Context: an optimization exercise on an open-source flow, tuned for small area, a short achievable clock period and few clock cycles per item. The choices shown serve that exercise and are no tape-out recipe.
Only simulation tests tie the RTL to the original design; equivalence was not proved.
Power and IR drop assume default switching activity.

==> inputs of try-raven <==
==> flow/design.v (excerpt) <==
module write_ring_offset_lookup_core #(
   parameter int SLOTS       = wrol_pkg::DEF_SLOTS,
   parameter int LENGTH_BITS = wrol_pkg::DEF_LENGTH_BITS
) (
   input  wire logic                            clock,
   input  wire logic                            reset,
   input  wire logic                            req_tvalid,
   output      logic                            req_tready,
   input  wire logic                            req_tuser,
   input  wire logic [wrol_pkg::REQ_DATA_W-1:0] req_tdata,
   output      logic                            rsp_tvalid,
   input  wire logic                            rsp_tready,
   output      logic                            rsp_tuser,
   output      logic [wrol_pkg::RSP_DATA_W-1:0] rsp_tdata
);
   localparam int HW = wrol_pkg::HANDLE_W;
   localparam int SW = wrol_pkg::SUM_W;
   localparam int LW = wrol_pkg::OUT_LEN_W;
   logic                shift;
   logic [SLOTS-1:0]    valid;
   logic [SLOTS*HW-1:0] handles;
   logic [SLOTS*SW-1:0] sums;
   logic [SW-1:0]       base;
   logic [3:0]          wr_slot_ff;
   logic a_v_ff, b_v_ff, c_v_ff, d_v_ff, o_v_ff;
   logic a_free, b_free, c_free, d_free, o_free;
   logic          a_lookup_ff;
   logic [LW-1:0] a_len_ff;      
   logic [HW-1:0] a_handle_ff;   
   logic          b_lookup_ff;
   logic [SW-1:0] b_sum_ff;
   logic [HW-1:0] b_handle_ff;
   logic             c_lookup_ff;
   logic [SLOTS-1:0] c_hv_ff;       
   logic [LW-1:0]    c_x_ff;        
   logic [HW-1:0]    c_evh_ff;      
   logic             c_ev_ff;       
   logic [3:0]       c_slot_ff;     
   logic          d_lookup_ff;
   logic          d_found_ff;       
   logic [3:0]    d_slot_ff;
  ...
Settings: LEC_CHECK=0, CAP_MARGIN=20, CORE_MARGIN=2, CORE_UTILIZATION=40, SETUP_SLACK_MARGIN=3.2, SLEW_MARGIN=20; clock period 6.0 ns.
run.sh (not shown) runs the stock make flow with config.mk's settings and CLKGATE_MAP_FILE= SYNTH_SCRIPT=/design/flow/synth_recipe.tcl, a recipe that flattens the netlist after the stock synthesis.
==> inputs of try-lagoon, as changes to try-raven <==
--- a/flow/design.v
+++ b/flow/design.v
@@ -42,13 +42,12 @@
             hdl_ff[p] <= hdl_ff[p-1];
             sum_ff[p] <= sum_ff[p-1];
          end
       end
       if (reset) begin
-         valid_ff  <= '0;
-         base_ff   <= '0;
-         sum_ff[0] <= '0;
+         valid_ff <= '0;
+         base_ff  <= '0;
       end else if (shift) begin
          valid_ff <= {valid_ff[DEPTH-2:0], 1'b1};
          if (valid_ff[DEPTH-1]) begin
             base_ff <= sum_ff[DEPTH-1];
          end
@@ -73,15 +72,28 @@
    input  wire logic [SW-1:0]       target,
    input  wire logic [DEPTH-1:0]    valid,
    input  wire logic [DEPTH*SW-1:0] sums,
    output      logic [DEPTH-1:0]    hv
 );
-   logic [SW-1:0] diff [DEPTH];
+   function automatic logic greater(input logic [SW-2:0] s, input logic [SW-2:0] t);
+      logic [SW-2:0] g, p;
+      g = s & ~t;
+      p = s | ~t;
+      for (int w = 1; w < SW - 1; w = w * 2) begin
+         for (int i = SW - 2; i >= 0; i--) begin
+            if ((i % (2 * w)) >= w) begin
+               g[i] = g[i] | (p[i] & g[i - (i % (2 * w)) + w - 1]);
+               p[i] = p[i] & p[i - (i % (2 * w)) + w - 1];
+            end
+         end
+      end
+      greater = g[SW-2];
+   endfunction
    always_comb begin
       for (int p = 0; p < DEPTH; p++) begin
-         diff[p] = sums[p*SW +: SW] + ~target;
-         hv[p]   = valid[p] & ~diff[p][SW-1];
+         hv[p] = valid[p] & (sums[p*SW + SW-1] ^ target[SW-1] ^
+                             greater(sums[p*SW +: SW-1], target[SW-2:0]));
       end
    end
 endmodule
 module wrol_select #(
    parameter int DEPTH = 16,
@@ -147,24 +159,29 @@
    logic [SLOTS-1:0]    valid;
    logic [SLOTS*HW-1:0] handles;
    logic [SLOTS*SW-1:0] sums;
    logic [SW-1:0]       base;
    logic [3:0]          wr_slot_ff;
-   logic a_v_ff, b_v_ff, c_v_ff, d_v_ff, o_v_ff;
-   logic a_free, b_free, c_free, d_free, o_free;
-   logic          a_lookup_ff;
-   logic [LW-1:0] a_len_ff;      
-   logic [HW-1:0] a_handle_ff;   
+   logic b_v_ff, c_v_ff, d_v_ff, o_v_ff;
+   logic b_free, c_free, d_free, o_free;
+   logic          s_v_ff;
+   logic          s_lookup_ff;
+   logic [LW-1:0] s_len_ff;
+   logic [HW-1:0] s_handle_ff;
+   logic          take;
+   logic          in_v;
+   logic          in_lookup;
+   logic [LW-1:0] in_len;       
+   logic [HW-1:0] in_handle;    
    logic          b_lookup_ff;
    logic [SW-1:0] b_sum_ff;
    logic [HW-1:0] b_handle_ff;
    logic             c_lookup_ff;
    logic [SLOTS-1:0] c_hv_ff;       
    logic [LW-1:0]    c_x_ff;        
    logic [HW-1:0]    c_evh_ff;      
    logic             c_ev_ff;       
-   logic [3:0]       c_slot_ff;     
    logic          d_lookup_ff;
    logic          d_found_ff;       
    logic [3:0]    d_slot_ff;
    logic [HW-1:0] d_handle_ff;
    logic [LW-1:0] d_x_ff;           
@@ -178,14 +195,17 @@
    logic [HW-1:0] o_evh_ff;
    logic [SLOTS-1:0] lk_hv;
    logic [3:0]       lk_pos;
    logic [HW-1:0]    lk_handle;
    logic [LW-1:0]    lk_prev;
-   logic [SW-1:0] base_next;
-   logic [SW-1:0] total_next;
-   logic [SW-1:0] add_a;
-   logic [SW-1:0] add_b;
+   logic [SW-1:0] tot_ff;
+   logic [SW-1:0] bb_ff;
+   logic [SW-1:0] new_tot;
+   logic [SW-1:0] target;
+   logic          b_enter;
+   logic          full_b;      
+   logic [SW-1:0] oldest_b;    
    wrol_ram #(
       .DEPTH (SLOTS),
       .HW    (HW),
       .SW    (SW)
    ) u_record_ram (
@@ -225,65 +245,83 @@
    );
    assign o_free     = !o_v_ff || rsp_tready;
    assign d_free     = !d_v_ff || o_free;
    assign c_free     = !c_v_ff || d_free;
    assign b_free     = !b_v_ff || c_free;
-   assign a_free     = !a_v_ff || b_free;
-   assign req_tready = a_free;
+   assign req_tready = !s_v_ff;
+   assign take       = req_tvalid && !s_v_ff;
+   assign in_v       = s_v_ff || take;
+   assign b_enter    = in_v && b_free;
    assign shift      = b_v_ff && !b_lookup_ff && c_free;
    always_comb begin
-      base_next  = base;
-      total_next = sums[SW-1:0];
-      if (b_v_ff && !b_lookup_ff) begin
-         total_next = b_sum_ff;
-         if (valid[SLOTS-1]) begin
-            base_next = sums[(SLOTS-1)*SW +: SW];
+      if (s_v_ff) begin
+         in_lookup = s_lookup_ff;
+         in_len    = s_len_ff;
+         in_handle = s_handle_ff;
+      end else begin
+         in_lookup = req_tuser;
+         if (req_tuser) begin
+            in_len    = req_tdata[71:52];
+            in_handle = HW'(req_tdata[75:72]);
+         end else begin
+            in_len    = req_tdata[19:0];
+            in_handle = req_tdata[51:20];
          end
       end
-      if (a_lookup_ff) begin
-         add_a = {1'b0, a_handle_ff[3:0], a_len_ff};
-         add_b = base_next;
+   end
+   always_comb begin
+      if (b_v_ff && !b_lookup_ff) begin
+         full_b   = valid[SLOTS-2];
+         oldest_b = sums[(SLOTS-2)*SW +: SW];
       end else begin
-         add_a = SW'(a_len_ff);
-         add_b = total_next;
+         full_b   = valid[SLOTS-1];
+         oldest_b = sums[(SLOTS-1)*SW +: SW];
       end
    end
+   assign new_tot = tot_ff + SW'(in_len);
+   assign target  = {1'b0, in_handle[3:0], in_len} + bb_ff;
    always_ff @(posedge clock) begin
       if (reset) begin
-         a_v_ff     <= 1'b0;
+         s_v_ff     <= 1'b0;
          b_v_ff     <= 1'b0;
          c_v_ff     <= 1'b0;
          d_v_ff     <= 1'b0;
          o_v_ff     <= 1'b0;
+         tot_ff     <= '0;
+         bb_ff      <= '0;
          wr_slot_ff <= '0;
       end else begin
-         if (a_free) a_v_ff <= req_tvalid;
-         if (b_free) b_v_ff <= a_v_ff;
+         if (b_free) begin
+            b_v_ff <= in_v;
+            s_v_ff <= 1'b0;
+         end else if (take) begin
+            s_v_ff <= 1'b1;
+         end
          if (c_free) c_v_ff <= b_v_ff;
          if (d_free) d_v_ff <= c_v_ff;
          if (o_free) o_v_ff <= d_v_ff;
          if (shift) wr_slot_ff <= wr_slot_ff + 1'b1;
-      end
-      if (a_free) begin
-         a_lookup_ff <= req_tuser;
-         if (req_tuser) begin
-            a_len_ff    <= req_tdata[71:52];
-            a_handle_ff <= HW'(req_tdata[75:72]);
-         end else begin
-            a_len_ff    <= req_tdata[19:0];
-            a_handle_ff <= req_tdata[51:20];
+         if (b_enter && !in_lookup) begin
+            tot_ff <= new_tot;
+            if (full_b) begin
+               bb_ff <= oldest_b;
+            end
          end
       end
+      if (!s_v_ff) begin
+         s_lookup_ff <= req_tuser;
+         s_len_ff    <= in_len;
+         s_handle_ff <= in_handle;
+      end
       if (b_free) begin
-         b_lookup_ff <= a_lookup_ff;
-         b_sum_ff    <= add_a + add_b;
-         b_handle_ff <= a_handle_ff;
+         b_lookup_ff <= in_lookup;
+         b_sum_ff    <= in_lookup ? target : new_tot;
+         b_handle_ff <= in_handle;
       end
       if (c_free) begin
          c_lookup_ff <= b_lookup_ff;
          c_hv_ff     <= lk_hv;
-         c_slot_ff   <= wr_slot_ff;
          c_ev_ff     <= valid[SLOTS-1];
          if (b_lookup_ff) begin
             c_x_ff <= b_sum_ff[LW-1:0];
          end else begin
             c_x_ff <= valid[SLOTS-1] ? LW'(sums[(SLOTS-1)*SW +: SW] - base) : '0;
@@ -298,11 +336,11 @@
             d_slot_ff   <= wr_slot_ff + ~lk_pos;
             d_handle_ff <= lk_handle;
             d_y_ff      <= HW'(lk_prev);
          end else begin
             d_found_ff  <= c_ev_ff;
-            d_slot_ff   <= c_slot_ff;
+            d_slot_ff   <= wr_slot_ff - 1'b1;
             d_handle_ff <= handles[HW-1:0];
             d_y_ff      <= c_evh_ff;
          end
       end
       if (o_free) begin
Settings changed: CTS_BUF_LIST set to sky130_fd_sc_hd__clkbuf_4, SETUP_SLACK_MARGIN 3.2 to 2.9.
==> inputs of try-juniper, as changes to try-raven <==
--- a/flow/design.v
+++ b/flow/design.v
@@ -42,13 +42,12 @@
             hdl_ff[p] <= hdl_ff[p-1];
             sum_ff[p] <= sum_ff[p-1];
          end
       end
       if (reset) begin
-         valid_ff  <= '0;
-         base_ff   <= '0;
-         sum_ff[0] <= '0;
+         valid_ff <= '0;
+         base_ff  <= '0;
       end else if (shift) begin
          valid_ff <= {valid_ff[DEPTH-2:0], 1'b1};
          if (valid_ff[DEPTH-1]) begin
             base_ff <= sum_ff[DEPTH-1];
          end
@@ -147,24 +146,29 @@
    logic [SLOTS-1:0]    valid;
    logic [SLOTS*HW-1:0] handles;
    logic [SLOTS*SW-1:0] sums;
    logic [SW-1:0]       base;
    logic [3:0]          wr_slot_ff;
-   logic a_v_ff, b_v_ff, c_v_ff, d_v_ff, o_v_ff;
-   logic a_free, b_free, c_free, d_free, o_free;
-   logic          a_lookup_ff;
-   logic [LW-1:0] a_len_ff;      
-   logic [HW-1:0] a_handle_ff;   
+   logic b_v_ff, c_v_ff, d_v_ff, o_v_ff;
+   logic b_free, c_free, d_free, o_free;
+   logic          s_v_ff;
+   logic          s_lookup_ff;
+   logic [LW-1:0] s_len_ff;
+   logic [HW-1:0] s_handle_ff;
+   logic          take;
+   logic          in_v;
+   logic          in_lookup;
+   logic [LW-1:0] in_len;       
+   logic [HW-1:0] in_handle;    
    logic          b_lookup_ff;
    logic [SW-1:0] b_sum_ff;
    logic [HW-1:0] b_handle_ff;
    logic             c_lookup_ff;
    logic [SLOTS-1:0] c_hv_ff;       
    logic [LW-1:0]    c_x_ff;        
    logic [HW-1:0]    c_evh_ff;      
    logic             c_ev_ff;       
-   logic [3:0]       c_slot_ff;     
    logic          d_lookup_ff;
    logic          d_found_ff;       
    logic [3:0]    d_slot_ff;
    logic [HW-1:0] d_handle_ff;
    logic [LW-1:0] d_x_ff;           
@@ -178,14 +182,17 @@
    logic [HW-1:0] o_evh_ff;
    logic [SLOTS-1:0] lk_hv;
    logic [3:0]       lk_pos;
    logic [HW-1:0]    lk_handle;
    logic [LW-1:0]    lk_prev;
-   logic [SW-1:0] base_next;
-   logic [SW-1:0] total_next;
-   logic [SW-1:0] add_a;
-   logic [SW-1:0] add_b;
+   logic [SW-1:0] tot_ff;
+   logic [SW-1:0] bb_ff;
+   logic [SW-1:0] new_tot;
+   logic [SW-1:0] target;
+   logic          b_enter;
+   logic          full_b;      
+   logic [SW-1:0] oldest_b;    
    wrol_ram #(
       .DEPTH (SLOTS),
       .HW    (HW),
       .SW    (SW)
    ) u_record_ram (
@@ -225,65 +232,83 @@
    );
    assign o_free     = !o_v_ff || rsp_tready;
    assign d_free     = !d_v_ff || o_free;
    assign c_free     = !c_v_ff || d_free;
    assign b_free     = !b_v_ff || c_free;
-   assign a_free     = !a_v_ff || b_free;
-   assign req_tready = a_free;
+   assign req_tready = !s_v_ff;
+   assign take       = req_tvalid && !s_v_ff;
+   assign in_v       = s_v_ff || take;
+   assign b_enter    = in_v && b_free;
    assign shift      = b_v_ff && !b_lookup_ff && c_free;
    always_comb begin
-      base_next  = base;
-      total_next = sums[SW-1:0];
-      if (b_v_ff && !b_lookup_ff) begin
-         total_next = b_sum_ff;
-         if (valid[SLOTS-1]) begin
-            base_next = sums[(SLOTS-1)*SW +: SW];
+      if (s_v_ff) begin
+         in_lookup = s_lookup_ff;
+         in_len    = s_len_ff;
+         in_handle = s_handle_ff;
+      end else begin
+         in_lookup = req_tuser;
+         if (req_tuser) begin
+            in_len    = req_tdata[71:52];
+            in_handle = HW'(req_tdata[75:72]);
+         end else begin
+            in_len    = req_tdata[19:0];
+            in_handle = req_tdata[51:20];
          end
       end
-      if (a_lookup_ff) begin
-         add_a = {1'b0, a_handle_ff[3:0], a_len_ff};
-         add_b = base_next;
+   end
+   always_comb begin
+      if (b_v_ff && !b_lookup_ff) begin
+         full_b   = valid[SLOTS-2];
+         oldest_b = sums[(SLOTS-2)*SW +: SW];
       end else begin
-         add_a = SW'(a_len_ff);
-         add_b = total_next;
+         full_b   = valid[SLOTS-1];
+         oldest_b = sums[(SLOTS-1)*SW +: SW];
       end
    end
+   assign new_tot = tot_ff + SW'(in_len);
+   assign target  = {1'b0, in_handle[3:0], in_len} + bb_ff;
    always_ff @(posedge clock) begin
       if (reset) begin
-         a_v_ff     <= 1'b0;
+         s_v_ff     <= 1'b0;
          b_v_ff     <= 1'b0;
          c_v_ff     <= 1'b0;
          d_v_ff     <= 1'b0;
          o_v_ff     <= 1'b0;
+         tot_ff     <= '0;
+         bb_ff      <= '0;
          wr_slot_ff <= '0;
       end else begin
-         if (a_free) a_v_ff <= req_tvalid;
-         if (b_free) b_v_ff <= a_v_ff;
+         if (b_free) begin
+            b_v_ff <= in_v;
+            s_v_ff <= 1'b0;
+         end else if (take) begin
+            s_v_ff <= 1'b1;
+         end
          if (c_free) c_v_ff <= b_v_ff;
          if (d_free) d_v_ff <= c_v_ff;
          if (o_free) o_v_ff <= d_v_ff;
          if (shift) wr_slot_ff <= wr_slot_ff + 1'b1;
-      end
-      if (a_free) begin
-         a_lookup_ff <= req_tuser;
-         if (req_tuser) begin
-            a_len_ff    <= req_tdata[71:52];
-            a_handle_ff <= HW'(req_tdata[75:72]);
-         end else begin
-            a_len_ff    <= req_tdata[19:0];
-            a_handle_ff <= req_tdata[51:20];
+         if (b_enter && !in_lookup) begin
+            tot_ff <= new_tot;
+            if (full_b) begin
+               bb_ff <= oldest_b;
+            end
          end
       end
+      if (!s_v_ff) begin
+         s_lookup_ff <= req_tuser;
+         s_len_ff    <= in_len;
+         s_handle_ff <= in_handle;
+      end
       if (b_free) begin
-         b_lookup_ff <= a_lookup_ff;
-         b_sum_ff    <= add_a + add_b;
-         b_handle_ff <= a_handle_ff;
+         b_lookup_ff <= in_lookup;
+         b_sum_ff    <= in_lookup ? target : new_tot;
+         b_handle_ff <= in_handle;
       end
       if (c_free) begin
          c_lookup_ff <= b_lookup_ff;
          c_hv_ff     <= lk_hv;
-         c_slot_ff   <= wr_slot_ff;
          c_ev_ff     <= valid[SLOTS-1];
          if (b_lookup_ff) begin
             c_x_ff <= b_sum_ff[LW-1:0];
          end else begin
             c_x_ff <= valid[SLOTS-1] ? LW'(sums[(SLOTS-1)*SW +: SW] - base) : '0;
@@ -298,11 +323,11 @@
             d_slot_ff   <= wr_slot_ff + ~lk_pos;
             d_handle_ff <= lk_handle;
             d_y_ff      <= HW'(lk_prev);
          end else begin
             d_found_ff  <= c_ev_ff;
-            d_slot_ff   <= c_slot_ff;
+            d_slot_ff   <= wr_slot_ff - 1'b1;
             d_handle_ff <= handles[HW-1:0];
             d_y_ff      <= c_evh_ff;
          end
       end
       if (o_free) begin
Settings changed: ABC_AREA set to 1, CTS_BUF_LIST set to sky130_fd_sc_hd__clkbuf_4, SETUP_SLACK_MARGIN 3.2 to 2.9.
==> inputs of try-pepper, as changes to try-raven <==
Settings changed: SETUP_SLACK_MARGIN 3.2 to unset.
==> results.txt <==
- CTS Root Cell: clkbuf_16
- Logic inverters: 109
- Comb pwr share: around 14%
- Hold endpoint: d_x_ff[9]$_DFFE_PP_
- Status: no timing/DRC/antenna violations
- Netlist Area Pre-Place: 0.0597 mm^2
- Bufs w/o clock: about 460
- Initial Utilization: 40.3%
- Vias after detailed routing: ~40000
- Most common cell in the netlist: edfxtp_1
- Routed len/inst: 27.8 um
- Clock-cell share: 6.31%
[end of results for try-raven]
==> results.txt <==
- Netlist Area Pre-Place: ~0.066 mm^2
- Most common cell in the netlist: nand2_1
- Logic inverters: about 640
- Placed cell area: 0.0709 mm^2
- Initial Utilization: 40.1%
- Bufs w/o clock: 311
- Final Hold Viols: 0
- Final instance area: 0.0759 mm^2
- Comb pwr share: 12.9%
- Clock skew after layout: 0.151 ns
- Routed len/inst: 21.3 um
- Hold endpoint: tot_ff[3]$_SDFFE_PP0P_
- GR Util met2: ~33%
- Ant diodes: 12
- Num ports: 200
- Status: no timing/DRC/antenna violations
- Vias after detailed routing: 49000
- DR DRC count: 0
[end of results for try-juniper]
==> results.txt <==
- CTS Root Cell: clkbuf_16
- Initial Utilization: 40.3%
- Vias after detailed routing: 38500
- Vias in the first global route: 37000
- 1st-iter DRT viols: ~4500
- Cell count along the critical path: 16
- Port Buf Inserts: approximately 190
- Hold endpoint: u_record_ram.hdl_ff[0][20]$_DFFE_PP_
- Routed len/inst: around 27 um
- Clock-cell share: 6.60%
- Logic inverters: 107
- Netlist Area Pre-Place: 0.0597 mm^2
- Bufs w/o clock: 278
- Comb pwr share: 11.4%
- Ant diodes: 5
- Status: no timing/DRC/antenna violations
[end of results for try-pepper]
==> results.txt <==
- Adder-Cell Fraction of Synth Area: under 10%
- Most common cell in the netlist: edfxtp_1
- Bufs w/o clock: roughly 450
- Crit path arrival time: 4.78 ns
- Post-DP HPWL: 109000 um
- Share of flip-flops with an asynchronous set or reset: 0%
- CTS Root Cell: clkbuf_4
- Status: no timing/DRC/antenna violations
- Initial Utilization: 40.2%
- Non-clock buffer share: 5.18%
- Routed len/inst: 24.7 um
- Chip Width: 389 um
- R2R Path End: c_hv_ff[3]$_DFFE_PP_
[end of results for try-lagoon]
Testbench counts of try-raven, summed over its fixed seeds: cycles 8,040, items 8,000.
Testbench counts of try-lagoon, summed over its fixed seeds: cycles 8,032, items 8,000.
Testbench counts of try-juniper, summed over its fixed seeds: cycles 8,032, items 8,000.
Testbench counts of try-pepper, summed over its fixed seeds: cycles 8,040, items 8,000.

-- what the ideal ports hide --
How much do the figures lean on ideal ports? The routed layouts below were timed once more, with nothing changed but the port constraints. Step 1 (the two cells are an assumption about what drives the block):
set clk [get_ports {clock}]
set_driving_cell -lib_cell sky130_fd_sc_hd__clkbuf_16 $clk
set_driving_cell -lib_cell sky130_fd_sc_hd__buf_2 [delete_from_list [all_inputs] $clk]
Step 2, shift: input delay + t, output delay - t, t = (earliest + latest rising clock arrival at the registers) / 2. This alone moves slack from input paths to output paths. Three values: ideal, step 1, step 2; two values: the first two.
run | t (ns) | setup WS [ns] | hold WS [ns] | slew at the worst register clock pin (ns) | worst data-port slew with drivers (ns)
try-raven | 0.853 | 2.620 / 2.620 / 2.413 | 0.411 / 0.411 / 0.411 | 0.07 / 0.07 | 0.04
try-lagoon | 1.308 | 2.242 / 2.242 / 1.106 | 0.337 / 0.292 / 0.367 | 0.08 / 0.08 | 0.07
try-juniper | 1.365 | 2.791 / 2.714 / 1.670 | 0.357 / 0.310 / 0.403 | 0.08 / 0.08 | 0.07
try-pepper | 0.849 | 1.331 / 1.331 / 1.331 | 0.408 / 0.408 / 0.408 | 0.07 / 0.07 | 0.05
After both steps every run listed still meets setup and hold. The setup slack of try-lagoon, which loses most, moves by 0.000 ns with the drivers and by -1.136 ns with both steps.
